Context: an optimization exercise on an open-source flow, tuned for small area. The choices shown serve that exercise and are no tape-out recipe.
Only simulation tests tie the RTL to the original design; equivalence was not proved.

==> tundra <==
==> flow/design.v <==
`timescale 1ns/1ps
package nimplus_pkg;
   localparam int REG_ADDR_W = 8;      
   localparam int REG_DATA_W = 32;     
   localparam int SRC_SEL_W  = 8;      
   localparam int N_NIM_IN  = 8;
   localparam int N_LVDS_IN = 4;
   localparam int N_PULSE   = 2;       
   localparam int N_RJ45_IN = 8;       
   localparam int N_SMA     = 2;       
   localparam int N_NIM_OUT  = 4;
   localparam int N_RJ45_OUT = 12;     
   localparam int N_MUX      = N_NIM_OUT + 2*N_RJ45_OUT + N_SMA;       
   localparam int N_LOCAL_SRC = N_NIM_IN + N_LVDS_IN + N_PULSE;        
   localparam int N_ALL_SRC   = N_LOCAL_SRC + 2*N_RJ45_IN + N_SMA;     
   localparam int LEN_WIDTH = 6;       
   localparam int SRC_NIM_BASE    = 0;
   localparam int SRC_LVDS_BASE   = SRC_NIM_BASE + N_NIM_IN;           
   localparam int SRC_PULSE_BASE  = SRC_LVDS_BASE + N_LVDS_IN;         
   localparam int SRC_RJ45_1_BASE = SRC_PULSE_BASE + N_PULSE;          
   localparam int SRC_RJ45_2_BASE = SRC_RJ45_1_BASE + N_RJ45_IN;       
   localparam int SRC_SMA_BASE    = SRC_RJ45_2_BASE + N_RJ45_IN;       
   localparam int MUX_NIM_BASE    = 0;
   localparam int MUX_RJ45_1_BASE = MUX_NIM_BASE + N_NIM_OUT;          
   localparam int MUX_RJ45_2_BASE = MUX_RJ45_1_BASE + N_RJ45_OUT;      
   localparam int MUX_SMA_BASE    = MUX_RJ45_2_BASE + N_RJ45_OUT;      
   localparam logic [7:0] REG_CTRL     = 8'd0;     
   localparam logic [7:0] REG_PULSE0   = 8'd1;
   localparam logic [7:0] REG_PULSE1   = 8'd2;
   localparam logic [7:0] REG_MUX_BASE = 8'd16;    
   localparam int CTRL_SOFT_RST_BIT = 0;
   localparam int PULSE_LEN_LSB     = 16;    
   localparam int MUX_INV_BIT       = 8;     
   localparam int                   DEF_PULSE_PERIOD = 0;
   localparam logic [LEN_WIDTH-1:0] DEF_PULSE_LENGTH = '0;
   localparam logic [SRC_SEL_W-1:0] DEF_MUX_SEL      = '0;
   localparam logic                 DEF_MUX_INVERT   = 1'b0;
endpackage
`timescale 1ns/1ps
module param_regs
(
   input  logic              clk_160,
   input  logic              rst,
   input  logic [7:0]        reg_addr,
   input  logic [31:0]       reg_wdata,
   input  logic              reg_we,
   input  logic              reg_re,
   output logic [31:0]       reg_rdata,
   output logic              reg_rack,
   output logic              clr,
   output logic [1:0][15:0]  pulse_period_s,    
   output logic [1:0][5:0]   pulse_length_s,    
   output logic [29:0][7:0]  mux_sel,
   output logic [29:0]       mux_invert
);
   logic        soft_rst;
   logic [29:0] match;           
   logic [1:0]  match_p;         
   logic [29:0] ld, ld_n;        
   logic [1:0]  ldp, ldp_n;      
   logic [29:0] rhit;            
   logic [1:0]  rhit_p;          
   logic        hold;            
   logic [8:0]  wd;              
   logic [15:0] wdp_s;           
   logic [5:0]  wdl_s;           
   assign clr   = rst | soft_rst;
   assign wd    = reg_wdata[8:0] & {9{~clr}};
   assign wdp_s = (reg_wdata[15:0] & {16{~clr}}) ^ 16'h5555;
   assign wdl_s = (reg_wdata[21:16] & {6{~clr}}) ^ 6'h15;
   assign hold  = !reg_re && !rst;
   always_comb
   begin
      for (int n = 0; n < 30; n++)
      begin
         match[n] = (reg_addr == 8'(16 + n));
         ld[n]    = clr || (reg_we && match[n]);
         ld_n[n]  = !ld[n];
         rhit[n]  = reg_re && !rst && match[n];
      end
      for (int p = 0; p < 2; p++)
      begin
         match_p[p] = (reg_addr == 8'(1 + p));
         ldp[p]     = clr || (reg_we && match_p[p]);
         ldp_n[p]   = !ldp[p];
         rhit_p[p]  = reg_re && !rst && match_p[p];
      end
   end
   logic [29:0][8:0]  mux_d;
   logic [1:0][15:0]  per_d;
   logic [1:0][5:0]   len_d;
   logic [29:0][8:0]  mux_q;     
   for (genvar n = 0; n < 30; n++)
   begin : g_mux
      for (genvar j = 0; j < 9; j++)
      begin : g_bit
         ao22 st_i (.a1(ld[n]), .a2(wd[j]), .b1(ld_n[n]), .b2(mux_q[n][j]), .y(mux_d[n][j]));
      end
      assign mux_sel[n]    = mux_q[n][7:0];
      assign mux_invert[n] = mux_q[n][8];
   end
   for (genvar p = 0; p < 2; p++)
   begin : g_pulse
      for (genvar b = 0; b < 16; b++)
      begin : g_per
         ao22 st_i
         (
            .a1(ldp[p]), .a2(wdp_s[b]), .b1(ldp_n[p]), .b2(pulse_period_s[p][b]),
            .y (per_d[p][b])
         );
      end
      for (genvar b = 0; b < 6; b++)
      begin : g_len
         ao22 st_i
         (
            .a1(ldp[p]), .a2(wdl_s[b]), .b1(ldp_n[p]), .b2(pulse_length_s[p][b]),
            .y (len_d[p][b])
         );
      end
   end
   always_ff @(posedge clk_160)
   begin
      mux_q          <= mux_d;
      pulse_period_s <= per_d;
      pulse_length_s <= len_d;
   end
   logic [29:0][8:0] rfield;
   logic [21:0]      pw0, pw1;   
   logic [8:0][10:0] rgrp;       
   logic [8:0]       rd_lo;
   logic [21:9]      rd_hi;      
   logic [21:0]      rdata_q;
   assign pw0 = {pulse_length_s[0], pulse_period_s[0]} ^ 22'h155555;
   assign pw1 = {pulse_length_s[1], pulse_period_s[1]} ^ 22'h155555;
   assign rfield = mux_q;
   for (genvar b = 0; b < 9; b++)
   begin : g_rbit
      for (genvar k = 0; k < 10; k++)
      begin : g_grp
         aoi222 aoi_i
         (
            .a0(rhit[3*k]),   .b0(rfield[3*k][b]),
            .a1(rhit[3*k+1]), .b1(rfield[3*k+1][b]),
            .a2(rhit[3*k+2]), .b2(rfield[3*k+2][b]),
            .y (rgrp[b][k])
         );
      end
      assign rgrp[b][10] = !((rhit_p[0] && pw0[b]) || (rhit_p[1] && pw1[b]) || (hold && rdata_q[b]));
      assign rd_lo[b] = !(&rgrp[b]);
   end
   for (genvar b = 9; b < 22; b++)
   begin : g_rpulse
      assign rd_hi[b] = (rhit_p[0] && pw0[b]) || (rhit_p[1] && pw1[b]) || (hold && rdata_q[b]);
   end
   always_ff @(posedge clk_160)
   begin
      rdata_q[8:0]  <= rd_lo;
      rdata_q[21:9] <= rd_hi;
   end
   assign reg_rdata = {10'd0, rdata_q};
   always_ff @(posedge clk_160)
   begin
      if (rst)
      begin
         soft_rst <= 1'b0;
         reg_rack <= 1'b0;
      end
      else
      begin
         soft_rst <= reg_we && (reg_addr == 8'd0) && reg_wdata[0] && !soft_rst;
         reg_rack <= reg_re;
      end
   end
endmodule
module ao22
(
   input  logic a1, a2, b1, b2,
   output logic y
);
   assign y = (a1 && a2) || (b1 && b2);
endmodule
module aoi222
(
   input  logic a0, b0, a1, b1, a2, b2,
   output logic y
);
   assign y = !((a0 && b0) || (a1 && b1) || (a2 && b2));
endmodule
`timescale 1ns/1ps
module pulse_gen
(
   input  logic        clk_160,
   input  logic        clr,          
   input  logic [15:0] period_s,     
   input  logic [5:0]  length_s,     
   output logic        pulse
);
   localparam logic [15:0] ODD = 16'haaaa;
   logic [15:0] cnt_s;
   logic [15:0] inc_s;           
   logic [16:0] c;               
   logic [16:0] g;               
   logic [6:0]  gl;              
   logic        wrap;
   assign inc_s[0] = !cnt_s[0];
   assign c[1]     = cnt_s[0];
   for (genvar i = 1; i < 16; i++)
   begin : g_inc
      if (i % 2 == 0)
      begin : g_even
         half_add ha_i (.a(cnt_s[i]), .b(c[i]), .s(inc_s[i]), .co(c[i+1]));
      end
      else
      begin : g_odd
         assign inc_s[i] = cnt_s[i] ^ c[i];
         assign c[i+1]   = !cnt_s[i] && c[i];
      end
   end
   assign g[0] = 1'b1;
   assign g[1] = !(cnt_s[0] || period_s[0]);
   for (genvar i = 1; i < 16; i++)
   begin : g_cmp
      maj3n maj_i (.a(cnt_s[i]), .b(period_s[i]), .c(g[i]), .y(g[i+1]));
   end
   assign wrap = g[16];
   assign gl[0] = 1'b0;
   assign gl[1] = !(cnt_s[0] && length_s[0]);
   for (genvar i = 1; i < 6; i++)
   begin : g_lcmp
      maj3n maj_i (.a(cnt_s[i]), .b(length_s[i]), .c(gl[i]), .y(gl[i+1]));
   end
   always_ff @(posedge clk_160)
   begin
      if (clr || wrap)
         cnt_s <= 16'd1 ^ ODD;
      else
         cnt_s <= inc_s;
      if (clr)
         pulse <= 1'b0;
      else
         pulse <= (period_s != ~ODD) && ((cnt_s[15:6] ^ ODD[15:6]) == '0) && !gl[6];
   end
endmodule
module half_add
(
   input  logic a, b,
   output logic s, co
);
   assign s  = a ^ b;
   assign co = a & b;
endmodule
module maj3n
(
   input  logic a, b, c,
   output logic y
);
   assign y = !((a & b) | (a & c) | (b & c));
endmodule
`timescale 1ns/1ps
module output_router
(
   input  logic              clk_160,
   input  logic              rst,
   input  logic [31:0]       sources,
   input  logic [29:0][7:0]  mux_sel,
   input  logic [3:0]        nim_inv,
   output logic [29:0]       chan
);
   logic [29:0] val;
   for (genvar ch = 0; ch < 4; ch++)
   begin : g_nim
      logic [7:0] s;
      logic [3:0] l1;
      logic       m;
      assign s = mux_sel[ch];
      for (genvar k = 0; k < 3; k++)
      begin : g_l1
         mux4 mux4_i (.d(sources[4*k +: 4]), .s(s[1:0]), .y(l1[k]));
      end
      assign l1[3] = !s[1] && (s[0] ? sources[13] : sources[12]);
      mux4 mux4_m (.d(l1), .s(s[3:2]), .y(m));
      assign val[ch] = nim_inv[ch] ^ ((s[7:4] == 4'd0) && m);
   end
   for (genvar ch = 4; ch < 30; ch++)
   begin : g_wide
      logic [7:0] s;
      logic [7:0] l1;
      logic [1:0] l2;
      assign s = mux_sel[ch];
      for (genvar k = 0; k < 8; k++)
      begin : g_l1
         mux4 mux4_i (.d(sources[4*k +: 4]), .s(s[1:0]), .y(l1[k]));
      end
      mux4 mux4_a (.d(l1[3:0]), .s(s[3:2]), .y(l2[0]));
      mux4 mux4_b (.d(l1[7:4]), .s(s[3:2]), .y(l2[1]));
      assign val[ch] = (s[7:5] == 3'd0) && (s[4] ? l2[1] : l2[0]);
   end
   always_ff @(posedge clk_160)
   begin
      if (rst)
         chan <= '0;
      else
         chan <= val;
   end
endmodule
module mux4
(
   input  logic [3:0] d,
   input  logic [1:0] s,
   output logic       y
);
   assign y = d[s];
endmodule
`timescale 1ns/1ps
module rtf_nimplus
(
   input  logic        clk_160,
   input  logic        rst,
   input  logic [7:0]  nim_in,
   input  logic [3:0]  lvds_in,
   input  logic [7:0]  rj45_in_1,
   input  logic [7:0]  rj45_in_2,
   input  logic [1:0]  sma_in,
   input  logic [7:0]  reg_addr,
   input  logic [31:0] reg_wdata,
   input  logic        reg_we,
   input  logic        reg_re,
   output logic [31:0] reg_rdata,
   output logic        reg_rack,
   output logic [3:0]  nim_out,
   output logic [11:0] rj45_out_1,
   output logic [11:0] rj45_out_2,
   output logic [1:0]  sma_out
);
   logic             clr;
   logic [1:0][15:0] pulse_period_s;
   logic [1:0][5:0]  pulse_length_s;
   logic [29:0][7:0] mux_sel;
   logic [29:0]      mux_invert;
   logic [1:0]       pulse;
   logic [31:0]      sources;
   logic [29:0]      chan;
   assign sources = {sma_in, rj45_in_2, rj45_in_1, pulse, lvds_in, nim_in};
   param_regs param_regs_i
   (
      .clk_160      (clk_160),
      .rst          (rst),
      .reg_addr     (reg_addr),
      .reg_wdata    (reg_wdata),
      .reg_we       (reg_we),
      .reg_re       (reg_re),
      .reg_rdata    (reg_rdata),
      .reg_rack     (reg_rack),
      .clr          (clr),
      .pulse_period_s (pulse_period_s),
      .pulse_length_s (pulse_length_s),
      .mux_sel      (mux_sel),
      .mux_invert   (mux_invert)
   );
   for (genvar g = 0; g < 2; g++)
   begin : g_pulse
      pulse_gen pulse_gen_i
      (
         .clk_160 (clk_160),
         .clr     (clr),
         .period_s (pulse_period_s[g]),
         .length_s (pulse_length_s[g]),
         .pulse   (pulse[g])
      );
   end
   output_router output_router_i
   (
      .clk_160 (clk_160),
      .rst     (rst),
      .sources (sources),
      .mux_sel (mux_sel),
      .nim_inv (mux_invert[3:0]),
      .chan    (chan)
   );
   assign nim_out    = chan[3:0];
   assign rj45_out_1 = chan[15:4];
   assign rj45_out_2 = chan[27:16];
   assign sma_out    = chan[29:28];
endmodule
==> flow/flow/run.sh <==
#!/bin/bash
# Layout: the standard ORFS flow (standard.sh), with two changes to how
# the layout is made:
#  - port buffers use the smallest buffer cell (buf_1)
#  - clock tree: clkbuf_8 only, clusters of up to 15 sinks, no dummy loads
# Every tool's output goes to flow.log here; ORFS keeps its per-step logs
# under orfs/logs.
set -euo pipefail
export BUFFER_PORTS_ARGS="-buffer_cell sky130_fd_sc_hd__buf_1"
export CTS_ARGS="-sink_clustering_enable -repair_clock_nets -sink_clustering_size 15 -sink_clustering_max_diameter 60 -buf_list sky130_fd_sc_hd__clkbuf_8 -dont_use_dummy_load"
bash standard.sh > flow.log 2>&1
==> flow/standard.sh <==
#!/bin/bash
# synth_recipe.tcl (not shown) runs the flow's synth.tcl, then flattens the netlist and writes it again
# the make line also repeats each setting of config.mk as NAME=value (left out here)
make -C /OpenROAD-flow-scripts/flow DESIGN_CONFIG=/design/flow/config.mk WORK_HOME=/design/flow/orfs CLKGATE_MAP_FILE= SYNTH_SCRIPT=/design/flow/synth_recipe.tcl "${@:-finish}"
==> flow/config.mk <==
export PLATFORM = sky130hd
export DESIGN_NAME = rtf_nimplus
export DESIGN_NICKNAME = rtf_nimplus
export VERILOG_FILES = /design/flow/design.v
export SDC_FILE = /design/flow/constraint.sdc
export NUM_CORES = 4
export LEC_CHECK = 0
export CAP_MARGIN = 20
export CORE_MARGIN = 2
export CORE_UTILIZATION = 60
export GPL_TIMING_DRIVEN = 0
export PLACE_DENSITY = 0.75
export SLEW_MARGIN = 20
export SYNTH_HIERARCHICAL = 1
export SYNTH_MINIMUM_KEEP_SIZE = 0
==> flow/constraint.sdc <==
create_clock -name core_clock -period 5.0 [get_ports {clk_160}]
set_input_delay 1.0000 -clock core_clock [delete_from_list [all_inputs] [get_ports {clk_160}]]
set_output_delay 1.0000 -clock core_clock [all_outputs]
set_load 0.01 [all_outputs]
==> maple (differences from tundra) <==
--- a/flow/design.v
+++ b/flow/design.v
@@ -50,4 +50,4 @@
    output logic              clr,
-   output logic [1:0][15:0]  pulse_period_s,    
-   output logic [1:0][5:0]   pulse_length_s,    
+   output logic [1:0][15:0]  pulse_period_n,    
+   output logic [1:0][5:0]   pulse_length_n,    
    output logic [29:0][7:0]  mux_sel,
@@ -64,8 +64,8 @@
    logic [8:0]  wd;              
-   logic [15:0] wdp_s;           
-   logic [5:0]  wdl_s;           
+   logic [15:0] wdp_n;           
+   logic [5:0]  wdl_n;           
    assign clr   = rst | soft_rst;
    assign wd    = reg_wdata[8:0] & {9{~clr}};
-   assign wdp_s = (reg_wdata[15:0] & {16{~clr}}) ^ 16'h5555;
-   assign wdl_s = (reg_wdata[21:16] & {6{~clr}}) ^ 6'h15;
+   assign wdp_n = ~(reg_wdata[15:0] & {16{~clr}});
+   assign wdl_n = ~(reg_wdata[21:16] & {6{~clr}});
    assign hold  = !reg_re && !rst;
@@ -107,3 +107,3 @@
          (
-            .a1(ldp[p]), .a2(wdp_s[b]), .b1(ldp_n[p]), .b2(pulse_period_s[p][b]),
+            .a1(ldp[p]), .a2(wdp_n[b]), .b1(ldp_n[p]), .b2(pulse_period_n[p][b]),
             .y (per_d[p][b])
@@ -115,3 +115,3 @@
          (
-            .a1(ldp[p]), .a2(wdl_s[b]), .b1(ldp_n[p]), .b2(pulse_length_s[p][b]),
+            .a1(ldp[p]), .a2(wdl_n[b]), .b1(ldp_n[p]), .b2(pulse_length_n[p][b]),
             .y (len_d[p][b])
@@ -123,4 +123,4 @@
       mux_q          <= mux_d;
-      pulse_period_s <= per_d;
-      pulse_length_s <= len_d;
+      pulse_period_n <= per_d;
+      pulse_length_n <= len_d;
    end
@@ -132,4 +132,4 @@
    logic [21:0]      rdata_q;
-   assign pw0 = {pulse_length_s[0], pulse_period_s[0]} ^ 22'h155555;
-   assign pw1 = {pulse_length_s[1], pulse_period_s[1]} ^ 22'h155555;
+   assign pw0 = ~{pulse_length_n[0], pulse_period_n[0]};
+   assign pw1 = ~{pulse_length_n[1], pulse_period_n[1]};
    assign rfield = mux_q;
@@ -152,3 +152,3 @@
    begin : g_rpulse
-      assign rd_hi[b] = (rhit_p[0] && pw0[b]) || (rhit_p[1] && pw1[b]) || (hold && rdata_q[b]);
+      assign rd_hi[b] = (rhit_p[0] && pw0[b]) || (rhit_p[1] && pw1[b]);
    end
@@ -156,4 +156,5 @@
    begin
-      rdata_q[8:0]  <= rd_lo;
-      rdata_q[21:9] <= rd_hi;
+      rdata_q[8:0] <= rd_lo;
+      if (rst || reg_re)
+         rdata_q[21:9] <= rd_hi;
    end
@@ -193,40 +194,34 @@
    input  logic        clr,          
-   input  logic [15:0] period_s,     
-   input  logic [5:0]  length_s,     
+   input  logic [15:0] period_n,     
+   input  logic [5:0]  length_n,     
    output logic        pulse
 );
-   localparam logic [15:0] ODD = 16'haaaa;
-   logic [15:0] cnt_s;
-   logic [15:0] inc_s;           
+   logic [15:0] cnt1;
+   logic [15:0] inc;             
    logic [16:0] c;               
-   logic [16:0] g;               
-   logic [6:0]  gl;              
+   logic [8:0]  g_lo;            
+   logic [8:0]  g_hi0;           
+   logic [8:0]  g_hi1;           
    logic        wrap;
-   assign inc_s[0] = !cnt_s[0];
-   assign c[1]     = cnt_s[0];
-   for (genvar i = 1; i < 16; i++)
+   logic [6:0]  g_len;           
+   assign c[0] = 1'b1;
+   for (genvar i = 0; i < 16; i++)
    begin : g_inc
-      if (i % 2 == 0)
-      begin : g_even
-         half_add ha_i (.a(cnt_s[i]), .b(c[i]), .s(inc_s[i]), .co(c[i+1]));
-      end
-      else
-      begin : g_odd
-         assign inc_s[i] = cnt_s[i] ^ c[i];
-         assign c[i+1]   = !cnt_s[i] && c[i];
-      end
+      half_add ha_i (.a(cnt1[i]), .b(c[i]), .s(inc[i]), .co(c[i+1]));
    end
-   assign g[0] = 1'b1;
-   assign g[1] = !(cnt_s[0] || period_s[0]);
-   for (genvar i = 1; i < 16; i++)
+   assign g_lo[0]  = 1'b1;
+   assign g_hi0[0] = 1'b0;
+   assign g_hi1[0] = 1'b1;
+   for (genvar i = 0; i < 8; i++)
    begin : g_cmp
-      maj3n maj_i (.a(cnt_s[i]), .b(period_s[i]), .c(g[i]), .y(g[i+1]));
+      maj3 lo_i  (.a(cnt1[i]),   .b(period_n[i]),   .c(g_lo[i]),  .y(g_lo[i+1]));
+      maj3 hi0_i (.a(cnt1[8+i]), .b(period_n[8+i]), .c(g_hi0[i]), .y(g_hi0[i+1]));
+      maj3 hi1_i (.a(cnt1[8+i]), .b(period_n[8+i]), .c(g_hi1[i]), .y(g_hi1[i+1]));
    end
-   assign wrap = g[16];
-   assign gl[0] = 1'b0;
-   assign gl[1] = !(cnt_s[0] && length_s[0]);
-   for (genvar i = 1; i < 6; i++)
+   assign g_len[0] = 1'b0;
+   for (genvar i = 0; i < 6; i++)
    begin : g_lcmp
-      maj3n maj_i (.a(cnt_s[i]), .b(length_s[i]), .c(gl[i]), .y(gl[i+1]));
+      maj3 len_i (.a(cnt1[i]), .b(length_n[i]), .c(g_len[i]), .y(g_len[i+1]));
    end
+   assign wrap = g_lo[8] ? g_hi1[8] : g_hi0[8];
    always_ff @(posedge clk_160)
@@ -234,5 +229,5 @@
       if (clr || wrap)
-         cnt_s <= 16'd1 ^ ODD;
+         cnt1 <= 16'd1;
       else
-         cnt_s <= inc_s;
+         cnt1 <= inc;
       if (clr)
@@ -240,3 +235,3 @@
       else
-         pulse <= (period_s != ~ODD) && ((cnt_s[15:6] ^ ODD[15:6]) == '0) && !gl[6];
+         pulse <= (period_n != '1) && (cnt1[15:6] == '0) && !g_len[6];
    end
@@ -251,3 +246,3 @@
 endmodule
-module maj3n
+module maj3
 (
@@ -256,3 +251,3 @@
 );
-   assign y = !((a & b) | (a & c) | (b & c));
+   assign y = (a & b) | (a & c) | (b & c);
 endmodule
@@ -335,4 +330,4 @@
    logic             clr;
-   logic [1:0][15:0] pulse_period_s;
-   logic [1:0][5:0]  pulse_length_s;
+   logic [1:0][15:0] pulse_period_n;
+   logic [1:0][5:0]  pulse_length_n;
    logic [29:0][7:0] mux_sel;
@@ -354,4 +349,4 @@
       .clr          (clr),
-      .pulse_period_s (pulse_period_s),
-      .pulse_length_s (pulse_length_s),
+      .pulse_period_n (pulse_period_n),
+      .pulse_length_n (pulse_length_n),
       .mux_sel      (mux_sel),
@@ -365,4 +360,4 @@
          .clr     (clr),
-         .period_s (pulse_period_s[g]),
-         .length_s (pulse_length_s[g]),
+         .period_n (pulse_period_n[g]),
+         .length_n (pulse_length_n[g]),
          .pulse   (pulse[g])
==> flow/run.sh (new file) <==
#!/bin/bash
# synth_recipe.tcl (not shown) runs the flow's synth.tcl, then flattens the netlist and writes it again
# the make line also repeats each setting of config.mk as NAME=value (left out here)
make -C /OpenROAD-flow-scripts/flow DESIGN_CONFIG=/design/flow/config.mk WORK_HOME=/design/flow/orfs CLKGATE_MAP_FILE= SYNTH_SCRIPT=/design/flow/synth_recipe.tcl finish
Settings changed: CTS_BUF_LIST from default to sky130_fd_sc_hd__clkbuf_8, CTS_CLUSTER_DIAMETER from default to 60, CTS_CLUSTER_SIZE from default to 15.
removed: flow/flow/run.sh
removed: flow/standard.sh
==> flow_summary_export.csv <==
group,metric,value,unit
status,status,"finished clean",
final_layout,finish.instance_area,0.0237,mm^2
synthesis,synthCells,1683,
timing,worst_slack,0.321,ns
die,num_tap_cells,461,
die,coreArea,0.0356,mm^2
detailed_routing,met3_length,12100,um
place,place.gp.congestion,1.03,
worst_setup_path,crit_arrival,5.16,ns
The numbers above come from tundra.

==> flow_summary_export.csv <==
group,metric,value,unit
die,coreArea,0.0363,mm^2
detailed_routing,met3_length,12600,um
status,status,"finished clean",
global_routing,met2_usage,0.610,
final_layout,multiInputGateArea,0.0136,mm^2
final_layout,utilization,0.674,
final_layout,nClkBuffers,40,
die,num_tap_cells,468,
synthesis,synthCells,1656,
worst_setup_path,crit_arrival,4.70,ns
final_layout,finish.instance_area,0.0245,mm^2
place,place.gp.congestion,0.998,
timing,worst_slack,0.766,ns
The numbers above come from maple.

[what the ideal ports hide]
The flow's constraints put no driver on any port. The routed layouts listed below were extracted and timed again, unchanged, in two steps.
Step 1, drivers: a clkbuf_16 drives clk_160 and a buf_2 each remaining input, both assumed.
Step 2 also shifts input and output timing later by t, the mid clock arrival at the registers, as if the neighbouring blocks saw the same clock.
Slacks: no drivers / after step 1 / after step 2; pairs: no drivers / after step 1.
| run | t (ns) | setup WS [ns] | worst setup path after step 2 | worst data-port slew with drivers (ns) | pins driven straight from the clock port |
|---|---|---|---|---|---|
| tundra | 0.642 | 0.321 / 0.321 / 0.321 | register to register | 0.08 | 1 |
| maple | 0.655 | 0.766 / 0.791 / 0.136 | input to register | 0.10 | 1 |
After both steps setup and hold are still met in every run listed. For maple, which loses most, drivers alone change the setup slack by +0.025 ns; drivers and shift together by -0.630 ns.
